This design comes from an exercise in tuning for small area, a short achievable clock period and few clock cycles per item on the open sky130 flow, not from production work. Function was checked by simulation only, so behaviour that the tests miss may differ from the original. No activity file was given, so power comes from the tool's default toggle rates.

==> design/flow/design.v <==
package ipg_pkg;
   localparam logic [15:0] MAX_ITER_RESET = 16'd256;
endpackage
module iteration_palette_gradient_top (
   input  logic             clock,
   input  logic             reset,
   input  logic             req_valid,
   output logic             req_ready,
   input  logic [15:0]      req_iteration_count,
   output logic             rsp_valid,
   input  logic             rsp_ready,
   output logic [7:0]       rsp_red,
   output logic [7:0]       rsp_green,
   output logic [7:0]       rsp_blue,
   input  logic             csr_wr_en,
   input  logic [15:0]      csr_wr_data
);
   function automatic logic [23:0] pal_base(input logic [4:0] s);
      logic [23:0] c;
      case (s)
         5'd0: c = {8'd25, 8'd10, 8'd8};
         5'd1: c = {8'd45, 8'd20, 8'd15};
         5'd2: c = {8'd70, 8'd35, 8'd25};
         5'd3: c = {8'd100, 8'd55, 8'd35};
         5'd4: c = {8'd130, 8'd80, 8'd50};
         5'd5: c = {8'd160, 8'd105, 8'd70};
         5'd6: c = {8'd185, 8'd130, 8'd95};
         5'd7: c = {8'd205, 8'd155, 8'd120};
         5'd8: c = {8'd220, 8'd180, 8'd145};
         5'd9: c = {8'd230, 8'd200, 8'd170};
         5'd10: c = {8'd235, 8'd215, 8'd190};
         5'd11: c = {8'd230, 8'd225, 8'd210};
         5'd12: c = {8'd180, 8'd210, 8'd235};
         5'd13: c = {8'd130, 8'd180, 8'd245};
         5'd14: c = {8'd90, 8'd145, 8'd250};
         5'd15: c = {8'd60, 8'd110, 8'd250};
         5'd16: c = {8'd45, 8'd80, 8'd245};
         5'd17: c = {8'd40, 8'd55, 8'd235};
         5'd18: c = {8'd40, 8'd40, 8'd210};
         5'd19: c = {8'd45, 8'd30, 8'd170};
         5'd20: c = {8'd42, 8'd22, 8'd120};
         5'd21: c = {8'd35, 8'd15, 8'd70};
         5'd22: c = {8'd25, 8'd8, 8'd30};
         default: c = 24'd0;
      endcase
      pal_base = c;
   endfunction
   function automatic logic [20:0] pal_step(input logic [4:0] s);
      logic [20:0] c;
      case (s)
         5'd0: c = {1'b0, 6'd20, 1'b0, 6'd10, 1'b0, 6'd7};
         5'd1: c = {1'b0, 6'd25, 1'b0, 6'd15, 1'b0, 6'd10};
         5'd2: c = {1'b0, 6'd30, 1'b0, 6'd20, 1'b0, 6'd10};
         5'd3: c = {1'b0, 6'd30, 1'b0, 6'd25, 1'b0, 6'd15};
         5'd4: c = {1'b0, 6'd30, 1'b0, 6'd25, 1'b0, 6'd20};
         5'd5: c = {1'b0, 6'd25, 1'b0, 6'd25, 1'b0, 6'd25};
         5'd6: c = {1'b0, 6'd20, 1'b0, 6'd25, 1'b0, 6'd25};
         5'd7: c = {1'b0, 6'd15, 1'b0, 6'd25, 1'b0, 6'd25};
         5'd8: c = {1'b0, 6'd10, 1'b0, 6'd20, 1'b0, 6'd25};
         5'd9: c = {1'b0, 6'd5, 1'b0, 6'd15, 1'b0, 6'd20};
         5'd10: c = {1'b1, 6'd5, 1'b0, 6'd10, 1'b0, 6'd20};
         5'd11: c = {1'b1, 6'd50, 1'b1, 6'd15, 1'b0, 6'd25};
         5'd12: c = {1'b1, 6'd50, 1'b1, 6'd30, 1'b0, 6'd10};
         5'd13: c = {1'b1, 6'd40, 1'b1, 6'd35, 1'b0, 6'd5};
         5'd14: c = {1'b1, 6'd30, 1'b1, 6'd35, 1'b0, 6'd0};
         5'd15: c = {1'b1, 6'd15, 1'b1, 6'd30, 1'b1, 6'd5};
         5'd16: c = {1'b1, 6'd5, 1'b1, 6'd25, 1'b1, 6'd10};
         5'd17: c = {1'b0, 6'd0, 1'b1, 6'd15, 1'b1, 6'd25};
         5'd18: c = {1'b0, 6'd5, 1'b1, 6'd10, 1'b1, 6'd40};
         5'd19: c = {1'b1, 6'd3, 1'b1, 6'd8, 1'b1, 6'd50};
         5'd20: c = {1'b1, 6'd7, 1'b1, 6'd7, 1'b1, 6'd50};
         5'd21: c = {1'b1, 6'd10, 1'b1, 6'd7, 1'b1, 6'd40};
         5'd22: c = {1'b1, 6'd25, 1'b1, 6'd8, 1'b1, 6'd30};
         default: c = 21'd0;
      endcase
      pal_step = c;
   endfunction
   logic [15:0] lim;
   logic        lz;
   logic [15:0] limd;
   logic        en;
   logic [12:0] vld;
   logic [15:0] c_in;
   logic        out_v, skid_v;
   logic [23:0] out_c, skid_c;
   logic [20:0] n_1;
   logic [0:0] int_2;
   logic [0:0] int_p1;
   logic [20:0] rem_p1;
   logic [17:0] t_3;
   logic [19:0] rem_4;
   logic [0:0] q_5;
   logic [0:0] int_p2;
   logic [19:0] rem_p2;
   logic [0:0] q_p2;
   logic [17:0] t_6;
   logic [18:0] rem_7;
   logic [1:0] q_8;
   logic [0:0] int_p3;
   logic [18:0] rem_p3;
   logic [1:0] q_p3;
   logic [17:0] t_9;
   logic [17:0] rem_10;
   logic [2:0] q_11;
   logic [0:0] int_p4;
   logic [17:0] rem_p4;
   logic [2:0] q_p4;
   logic [17:0] t_12;
   logic [16:0] rem_13;
   logic [3:0] q_14;
   logic [0:0] int_p5;
   logic [16:0] rem_p5;
   logic [3:0] q_p5;
   logic [17:0] t_15;
   logic [15:0] rem_16;
   logic [4:0] q_17;
   logic [4:0] s_18;
   logic [4:0] s_p6;
   logic [15:0] r_p6;
   logic [20:0] stp_19;
   logic [21:0] x0_20;
   logic [21:0] x1_21;
   logic [21:0] x2_22;
   logic [4:0] s_p7;
   logic [21:0] x0_p7;
   logic [21:0] x1_p7;
   logic [21:0] x2_p7;
   logic [17:0] t0_23;
   logic [20:0] x0_24;
   logic [0:0] cq0_25;
   logic [17:0] t1_26;
   logic [20:0] x1_27;
   logic [0:0] cq1_28;
   logic [17:0] t2_29;
   logic [20:0] x2_30;
   logic [0:0] cq2_31;
   logic [4:0] s_p8;
   logic [20:0] x0_p8;
   logic [20:0] x1_p8;
   logic [20:0] x2_p8;
   logic [0:0] cq0_p8;
   logic [0:0] cq1_p8;
   logic [0:0] cq2_p8;
   logic [17:0] t0_32;
   logic [19:0] x0_33;
   logic [1:0] cq0_34;
   logic [17:0] t1_35;
   logic [19:0] x1_36;
   logic [1:0] cq1_37;
   logic [17:0] t2_38;
   logic [19:0] x2_39;
   logic [1:0] cq2_40;
   logic [4:0] s_p9;
   logic [19:0] x0_p9;
   logic [19:0] x1_p9;
   logic [19:0] x2_p9;
   logic [1:0] cq0_p9;
   logic [1:0] cq1_p9;
   logic [1:0] cq2_p9;
   logic [17:0] t0_41;
   logic [18:0] x0_42;
   logic [2:0] cq0_43;
   logic [17:0] t1_44;
   logic [18:0] x1_45;
   logic [2:0] cq1_46;
   logic [17:0] t2_47;
   logic [18:0] x2_48;
   logic [2:0] cq2_49;
   logic [4:0] s_p10;
   logic [18:0] x0_p10;
   logic [18:0] x1_p10;
   logic [18:0] x2_p10;
   logic [2:0] cq0_p10;
   logic [2:0] cq1_p10;
   logic [2:0] cq2_p10;
   logic [17:0] t0_50;
   logic [17:0] x0_51;
   logic [3:0] cq0_52;
   logic [17:0] t1_53;
   logic [17:0] x1_54;
   logic [3:0] cq1_55;
   logic [17:0] t2_56;
   logic [17:0] x2_57;
   logic [3:0] cq2_58;
   logic [4:0] s_p11;
   logic [17:0] x0_p11;
   logic [17:0] x1_p11;
   logic [17:0] x2_p11;
   logic [3:0] cq0_p11;
   logic [3:0] cq1_p11;
   logic [3:0] cq2_p11;
   logic [17:0] t0_59;
   logic [16:0] x0_60;
   logic [4:0] cq0_61;
   logic [17:0] t1_62;
   logic [16:0] x1_63;
   logic [4:0] cq1_64;
   logic [17:0] t2_65;
   logic [16:0] x2_66;
   logic [4:0] cq2_67;
   logic [4:0] s_p12;
   logic [16:0] x0_p12;
   logic [16:0] x1_p12;
   logic [16:0] x2_p12;
   logic [4:0] cq0_p12;
   logic [4:0] cq1_p12;
   logic [4:0] cq2_p12;
   logic [17:0] t0_68;
   logic [0:0] z0_69;
   logic [5:0] cq0_70;
   logic [17:0] t1_71;
   logic [0:0] z1_72;
   logic [5:0] cq1_73;
   logic [17:0] t2_74;
   logic [0:0] z2_75;
   logic [5:0] cq2_76;
   logic [23:0] base_77;
   logic [20:0] stp_78;
   logic [23:0] col_79;
   always_ff @(posedge clock) begin
      if (reset) begin
         lim <= 16'd256;
         lz  <= 1'b0;
      end else if (csr_wr_en) begin
         lim <= csr_wr_data;
         lz  <= (csr_wr_data == 16'd0);
      end
   end
   assign limd = {lim[15:1], lim[0] | lz};
   assign en        = !skid_v;
   assign req_ready = en;
   always_ff @(posedge clock) begin
      if (reset) begin
         vld <= '0;
      end else if (en) begin
         vld <= {vld[11:0], req_valid};
      end
   end
   always_ff @(posedge clock) begin
      if (en) begin
         c_in <= req_iteration_count;
      end
   end
   assign n_1 = ({5'd0, c_in} << 4) + ({5'd0, c_in} << 3) - {5'd0, c_in};
   assign int_2 = (c_in >= lim);
   assign t_3 = {1'b0, rem_p1[20:4]} - {2'd0, limd};
   assign rem_4 = t_3[17] ? rem_p1[19:0] : {t_3[15:0], rem_p1[3:0]};
   assign q_5 = !t_3[17];
   assign t_6 = {1'b0, rem_p2[19:3]} - {2'd0, limd};
   assign rem_7 = t_6[17] ? rem_p2[18:0] : {t_6[15:0], rem_p2[2:0]};
   assign q_8 = {q_p2, !t_6[17]};
   assign t_9 = {1'b0, rem_p3[18:2]} - {2'd0, limd};
   assign rem_10 = t_9[17] ? rem_p3[17:0] : {t_9[15:0], rem_p3[1:0]};
   assign q_11 = {q_p3, !t_9[17]};
   assign t_12 = {1'b0, rem_p4[17:1]} - {2'd0, limd};
   assign rem_13 = t_12[17] ? rem_p4[16:0] : {t_12[15:0], rem_p4[0:0]};
   assign q_14 = {q_p4, !t_12[17]};
   assign t_15 = {1'b0, rem_p5[16:0]} - {2'd0, limd};
   assign rem_16 = t_15[17] ? rem_p5[15:0] : t_15[15:0];
   assign q_17 = {q_p5, !t_15[17]};
   assign s_18 = int_p5 ? 5'd23 : q_17;
   assign stp_19 = pal_step(s_p6);
   assign x0_20 = {16'd0, stp_19[0+:6]} * {6'd0, r_p6};
   assign x1_21 = {16'd0, stp_19[7+:6]} * {6'd0, r_p6};
   assign x2_22 = {16'd0, stp_19[14+:6]} * {6'd0, r_p6};
   assign t0_23 = {1'b0, x0_p7[21:5]} - {2'd0, limd};
   assign x0_24 = t0_23[17] ? x0_p7[20:0] : {t0_23[15:0], x0_p7[4:0]};
   assign cq0_25 = !t0_23[17];
   assign t1_26 = {1'b0, x1_p7[21:5]} - {2'd0, limd};
   assign x1_27 = t1_26[17] ? x1_p7[20:0] : {t1_26[15:0], x1_p7[4:0]};
   assign cq1_28 = !t1_26[17];
   assign t2_29 = {1'b0, x2_p7[21:5]} - {2'd0, limd};
   assign x2_30 = t2_29[17] ? x2_p7[20:0] : {t2_29[15:0], x2_p7[4:0]};
   assign cq2_31 = !t2_29[17];
   assign t0_32 = {1'b0, x0_p8[20:4]} - {2'd0, limd};
   assign x0_33 = t0_32[17] ? x0_p8[19:0] : {t0_32[15:0], x0_p8[3:0]};
   assign cq0_34 = {cq0_p8, !t0_32[17]};
   assign t1_35 = {1'b0, x1_p8[20:4]} - {2'd0, limd};
   assign x1_36 = t1_35[17] ? x1_p8[19:0] : {t1_35[15:0], x1_p8[3:0]};
   assign cq1_37 = {cq1_p8, !t1_35[17]};
   assign t2_38 = {1'b0, x2_p8[20:4]} - {2'd0, limd};
   assign x2_39 = t2_38[17] ? x2_p8[19:0] : {t2_38[15:0], x2_p8[3:0]};
   assign cq2_40 = {cq2_p8, !t2_38[17]};
   assign t0_41 = {1'b0, x0_p9[19:3]} - {2'd0, limd};
   assign x0_42 = t0_41[17] ? x0_p9[18:0] : {t0_41[15:0], x0_p9[2:0]};
   assign cq0_43 = {cq0_p9, !t0_41[17]};
   assign t1_44 = {1'b0, x1_p9[19:3]} - {2'd0, limd};
   assign x1_45 = t1_44[17] ? x1_p9[18:0] : {t1_44[15:0], x1_p9[2:0]};
   assign cq1_46 = {cq1_p9, !t1_44[17]};
   assign t2_47 = {1'b0, x2_p9[19:3]} - {2'd0, limd};
   assign x2_48 = t2_47[17] ? x2_p9[18:0] : {t2_47[15:0], x2_p9[2:0]};
   assign cq2_49 = {cq2_p9, !t2_47[17]};
   assign t0_50 = {1'b0, x0_p10[18:2]} - {2'd0, limd};
   assign x0_51 = t0_50[17] ? x0_p10[17:0] : {t0_50[15:0], x0_p10[1:0]};
   assign cq0_52 = {cq0_p10, !t0_50[17]};
   assign t1_53 = {1'b0, x1_p10[18:2]} - {2'd0, limd};
   assign x1_54 = t1_53[17] ? x1_p10[17:0] : {t1_53[15:0], x1_p10[1:0]};
   assign cq1_55 = {cq1_p10, !t1_53[17]};
   assign t2_56 = {1'b0, x2_p10[18:2]} - {2'd0, limd};
   assign x2_57 = t2_56[17] ? x2_p10[17:0] : {t2_56[15:0], x2_p10[1:0]};
   assign cq2_58 = {cq2_p10, !t2_56[17]};
   assign t0_59 = {1'b0, x0_p11[17:1]} - {2'd0, limd};
   assign x0_60 = t0_59[17] ? x0_p11[16:0] : {t0_59[15:0], x0_p11[0:0]};
   assign cq0_61 = {cq0_p11, !t0_59[17]};
   assign t1_62 = {1'b0, x1_p11[17:1]} - {2'd0, limd};
   assign x1_63 = t1_62[17] ? x1_p11[16:0] : {t1_62[15:0], x1_p11[0:0]};
   assign cq1_64 = {cq1_p11, !t1_62[17]};
   assign t2_65 = {1'b0, x2_p11[17:1]} - {2'd0, limd};
   assign x2_66 = t2_65[17] ? x2_p11[16:0] : {t2_65[15:0], x2_p11[0:0]};
   assign cq2_67 = {cq2_p11, !t2_65[17]};
   assign t0_68 = {1'b0, x0_p12[16:0]} - {2'd0, limd};
   assign z0_69 = t0_68[17] ? (x0_p12[15:0] == 16'd0) : (t0_68[15:0] == 16'd0);
   assign cq0_70 = {cq0_p12, !t0_68[17]};
   assign t1_71 = {1'b0, x1_p12[16:0]} - {2'd0, limd};
   assign z1_72 = t1_71[17] ? (x1_p12[15:0] == 16'd0) : (t1_71[15:0] == 16'd0);
   assign cq1_73 = {cq1_p12, !t1_71[17]};
   assign t2_74 = {1'b0, x2_p12[16:0]} - {2'd0, limd};
   assign z2_75 = t2_74[17] ? (x2_p12[15:0] == 16'd0) : (t2_74[15:0] == 16'd0);
   assign cq2_76 = {cq2_p12, !t2_74[17]};
   assign base_77 = pal_base(s_p12);
   assign stp_78 = pal_step(s_p12);
   assign col_79[0+:8] = base_77[0+:8] + ({2'b00, cq0_70} ^ {8{stp_78[6]}}) + {7'd0, stp_78[6] & z0_69};
   assign col_79[8+:8] = base_77[8+:8] + ({2'b00, cq1_73} ^ {8{stp_78[13]}}) + {7'd0, stp_78[13] & z1_72};
   assign col_79[16+:8] = base_77[16+:8] + ({2'b00, cq2_76} ^ {8{stp_78[20]}}) + {7'd0, stp_78[20] & z2_75};
   always_ff @(posedge clock) begin
      if (en) begin
         int_p1 <= int_2;
         rem_p1 <= n_1;
      end
   end
   always_ff @(posedge clock) begin
      if (en) begin
         int_p2 <= int_p1;
         rem_p2 <= rem_4;
         q_p2 <= q_5;
      end
   end
   always_ff @(posedge clock) begin
      if (en) begin
         int_p3 <= int_p2;
         rem_p3 <= rem_7;
         q_p3 <= q_8;
      end
   end
   always_ff @(posedge clock) begin
      if (en) begin
         int_p4 <= int_p3;
         rem_p4 <= rem_10;
         q_p4 <= q_11;
      end
   end
   always_ff @(posedge clock) begin
      if (en) begin
         int_p5 <= int_p4;
         rem_p5 <= rem_13;
         q_p5 <= q_14;
      end
   end
   always_ff @(posedge clock) begin
      if (en) begin
         s_p6 <= s_18;
         r_p6 <= rem_16;
      end
   end
   always_ff @(posedge clock) begin
      if (en) begin
         s_p7 <= s_p6;
         x0_p7 <= x0_20;
         x1_p7 <= x1_21;
         x2_p7 <= x2_22;
      end
   end
   always_ff @(posedge clock) begin
      if (en) begin
         s_p8 <= s_p7;
         x0_p8 <= x0_24;
         x1_p8 <= x1_27;
         x2_p8 <= x2_30;
         cq0_p8 <= cq0_25;
         cq1_p8 <= cq1_28;
         cq2_p8 <= cq2_31;
      end
   end
   always_ff @(posedge clock) begin
      if (en) begin
         s_p9 <= s_p8;
         x0_p9 <= x0_33;
         x1_p9 <= x1_36;
         x2_p9 <= x2_39;
         cq0_p9 <= cq0_34;
         cq1_p9 <= cq1_37;
         cq2_p9 <= cq2_40;
      end
   end
   always_ff @(posedge clock) begin
      if (en) begin
         s_p10 <= s_p9;
         x0_p10 <= x0_42;
         x1_p10 <= x1_45;
         x2_p10 <= x2_48;
         cq0_p10 <= cq0_43;
         cq1_p10 <= cq1_46;
         cq2_p10 <= cq2_49;
      end
   end
   always_ff @(posedge clock) begin
      if (en) begin
         s_p11 <= s_p10;
         x0_p11 <= x0_51;
         x1_p11 <= x1_54;
         x2_p11 <= x2_57;
         cq0_p11 <= cq0_52;
         cq1_p11 <= cq1_55;
         cq2_p11 <= cq2_58;
      end
   end
   always_ff @(posedge clock) begin
      if (en) begin
         s_p12 <= s_p11;
         x0_p12 <= x0_60;
         x1_p12 <= x1_63;
         x2_p12 <= x2_66;
         cq0_p12 <= cq0_61;
         cq1_p12 <= cq1_64;
         cq2_p12 <= cq2_67;
      end
   end
   always_ff @(posedge clock) begin
      if (reset) begin
         out_v  <= 1'b0;
         skid_v <= 1'b0;
      end else if (skid_v) begin
         if (rsp_ready) begin
            out_v  <= 1'b1;
            skid_v <= 1'b0;
         end
      end else if (out_v && !rsp_ready) begin
         skid_v <= vld[12];
      end else begin
         out_v  <= vld[12];
      end
   end
   always_ff @(posedge clock) begin
      if (skid_v) begin
         if (rsp_ready) begin
            out_c <= skid_c;
         end
      end else if (out_v && !rsp_ready) begin
         skid_c <= col_79;
      end else begin
         out_c <= col_79;
      end
   end
   assign rsp_valid = out_v;
   assign rsp_red   = out_c[7:0];
   assign rsp_green = out_c[15:8];
   assign rsp_blue  = out_c[23:16];
endmodule
==> design/flow/run.sh <==
#!/bin/bash
# synth_recipe.tcl (not shown) runs the flow's synth.tcl, then flattens the netlist and writes it again
# the make line also repeats each setting of config.mk as NAME=value (left out here)
make -C /OpenROAD-flow-scripts/flow DESIGN_CONFIG=/design/flow/config.mk WORK_HOME=/design/flow/orfs CLKGATE_MAP_FILE= SYNTH_SCRIPT=/design/flow/synth_recipe.tcl finish
==> design/flow/config.mk <==
export PLATFORM = sky130hd
export DESIGN_NAME = iteration_palette_gradient_top
export DESIGN_NICKNAME = iteration_palette_gradient_top
export VERILOG_FILES = /design/flow/design.v
export SDC_FILE = /design/flow/constraint.sdc
export NUM_CORES = 4
export LEC_CHECK = 0
export CAP_MARGIN = 20
export CORE_MARGIN = 2
export CORE_UTILIZATION = 40
export SLEW_MARGIN = 20
==> design/flow/constraint.sdc <==
create_clock -name core_clock -period 9.5 [get_ports {clock}]
set_input_delay 1.9000 -clock core_clock [delete_from_list [all_inputs] [get_ports {clock}]]
set_output_delay 1.9000 -clock core_clock [all_outputs]
set_load 0.01 [all_outputs]
==> run notes <==
worst max-delay path, stage by stage, from the launching register on:
cell and delay [ps]:
dfxtp_2 310, buf_4 490, inv_2 130, buf_4 320, ha_1 350, nor2b_1 140
o31ai_2 320, a21oi_1 150, o21a_1 230, a21o_1 200, o41ai_2 350, o21ai_0 240
nand3b_1 210, a31oi_1 210, fa_1 270, nor2b_1 60, o21ai_0 150, nand2b_1 100
a21o_1 180, a21o_1 190, a21o_1 170, a21oi_1 160, xnor2_1 90, mux2_2 260
path summary, 6_finish.rpt:
check                                      endpoint  slack [ps]  depth (start not counted)
worst max-delay path            out_c[23]$_DFFE_PP_        3900                         23
worst max register to register  out_c[23]$_DFFE_PP_        3900                         23
worst min-delay path               int_p5$_DFFE_PN_         400                          0
worst min register to register     int_p5$_DFFE_PN_         400                          0
power by group:
group | internal [mW] | total (mW) | switching [mW]
combinational | 6.25 | 13.4 | 7.16
clock | 1.85 | 3.17 | 1.32
sequential | 5.45 | 6.50 | 1.05
placed cells by master (no fill, tap or decap), types with 192 or more instances in the layout:
cell / synthesis / routed
xnor2_1: 245 / 245
mux2_2: 235 / 235
a21oi_1: 290 / 290
fa_1: 213 / 213
edfxtp_1: 621 / 621
nand2_1: 438 / 438
inv_1: 439 / 424
nor2_1: 396 / 395
o21ai_0: 192 / 192
ha_1: 537 / 537
state kept, by name (all words and copies together), names as in the netlist, 18 cells and up:
register,count
base_77,24
out_c,24
skid_c,24
x0_p7,22
x1_p7,22
x2_p7,22
rem_p1,21
x0_p8,21
x1_p8,21
x2_p8,21
rem_p2,20
x0_p9,20
x1_p9,20
x2_p9,20
rem_p3,19
x0_p10,19
x1_p10,19
x2_p10,19
rem_p4,18
stp_19,18
x0_p11,18
x1_p11,18
x2_p11,18
per-stage QoR:
stage               hold slack, ps  util (%)  power, mW  instances  instance area, um2
finish                         399      44.2       23.1       7084               58900
global route                   410      44.2       25.1       7084               58900
CTS                            402      44.2       23.1       7084               58900
detailed placement             405      42.1       19.8       6934               56200
global placement               401      42.1       19.6       6934               56200
floorplan                      400         -       16.8       5190               53600
kinds of logic after synthesis:
| kind of cell | Yosys count | synth area share, % |
|---|---|---|
| fa+ha+maj | 750 | 20.5 |
| buf+inv | 564 | 4.16 |
| compound gates | 1004 | 12.2 |
| simple gates | 1521 | 13.4 |
| mux | 328 | 6.74 |
| xor+xnor | 325 | 5.31 |
| flops | 698 | 37.7 |
layer usage:
layer / global-route usage, % / part of all wire, % / up-vias
li1: - / - / 18800
met1: 25.9 / 48 / 18300
met2: 29.3 / 45 / 779
met3: 2.27 / 4.3 / 162
met4: 5.39 / 2.7 / 0
met5: 0 / 0 / -
layout make-up:
cell class | count | area (um2)
Clock buffer | 98 | 2150
Timing Repair Buffer | 100 | 913
Multi-Input combinational cell | 3928 | 31200
Clock inverter | 52 | 532
Fill cell | 12600 | 74400
Sequential cell | 698 | 20200
Tap cell | 1768 | 2210
Inverter | 440 | 1660
==> reports/qor.yml <==
worstMarginPinSlew_ps: 1060
min_path_type: "reg -> reg"
setup_ws_ps: 3900
grt_util_all_layers_pct: 18.3
p_per_area_nw_per_um2: 392
slew_headroom_pct: 29.3
netlist_instances: 5190
slew_violations: 0
final.setup.tns_ps: 0
io_buffers: 62
hold_viol: 0
start_util_pct: 40.2
clk_path_buf_depth: 3
reg2reg_from: "lim[1]$_SDFFE_PP0P_"
die_h_um: 370
cp-startpoint: "lim[1]$_SDFFE_PP0P_"
area_growth_pct: 9.80
min-delay-start: "int_p4$_DFFE_PN_"
finalClockSkew_ps: 25.2
drt-total-wl_mm: 125
grt_antenna_before_repair: 4
gp_congestion: 0.863
cts_resized: 0
synth_top_area_cell: "edfxtp_1"
postRouteAntennaNets: 0
clkTransAtPathRegs_ps: 60
cts_htree_levels: 3
yosysMostFrequentCell: "edfxtp_1"
synth_edf_count: 621
grt_pass1_vias: 37200
grt_pass1_wl_mm: 201
drt-pass1-iter-count: 5
clkLatencyLatePin_ps: 660
critPathKind: "reg -> reg"
grt_max_degree: 185
layout.nets: 6037
period_share_pct: 59.0
ir_drop_mv: 0.176
drive_above_1_share_pct: 9.63
status: "timing/DRC/antenna clean"
setup_viol: 0
synthFlopType: "edfxtp_1"
core_area_um2: 133000
synth_area_um2: 53600
netlist-cell-type-count: 89
die_area_um2: 137000
synth_area_per_cell_um2: 10.3
synth_area_leaders: "edfxtp_1 (35%), ha_1 (13%), fa_1 (8.0%)"
vias_per_cell: 5.36
yosysWarningCount: 1
postCtsHoldBufs: 0
cts_tree: "built"
worstPathRequired_ps: 9910
pre_cts_ws_ps: 3880
yosysSeqAreaShare_pct: 37.7
hpwl_mm: 90.3
boundaryPins: 63
rsz0062_at_grt: "no"
async_flop_share_pct: 0
drc_errors: 0
num_rows: 134
endpoint_kind: "register"
numCtsBuffers: 82
drtIter0Drc: 2407
overflow: 0
critPathLaunchType: "register"
max_freq_ghz: 0.178
worstPathArrival_ps: 6010
die_w_um: 370
cp_max_fo: 25
wl_per_cell_um: 17.7
syn_nets: 5977
synth_top_cell_area_share_pct: 34.8
yosys-top-cells-count: "edfxtp_1 (621), ha_1 (537), inv_1 (439), nand2_1 (438), nor2_1 (396)"
drv_cap: 0
cts_root_buf: "clkbuf_16"
cts_setup_buffers: 0
leakagePower_nw: 24.4
antenna_cells: 0
vias: 38000
cts_sinks: 698
synth-seq-cells: 698
period_needed_ps: 5600
Testbench counts, summed over its fixed seeds: cycles 4,912, items 4,800.

==> static timing again, ports no longer ideal <==
The flow's constraints put no driver on any port. The routed layout listed below was extracted and timed again, unchanged, in two steps. Step 1 sets driving cells, clkbuf_16 on the clock port and buf_2 on the other inputs (assumed; they add their load-dependent delay and slew). Step 2 times the ports against the registers' clock, not the clock port: input delays grow and output delays shrink by t, the midpoint of the rising clock arrivals with the driver on. a / b / c = no drivers / after step 1 / after step 2; a / b = the first two.
t, ns: 0.722
slack for setup (ns): 3.896 / 3.896 / 3.896
pins driven straight from the clock port: 1
After both steps this run still meets setup and hold. For this run, drivers alone change the setup slack by 0.000 ns; drivers and shift together by 0.000 ns.
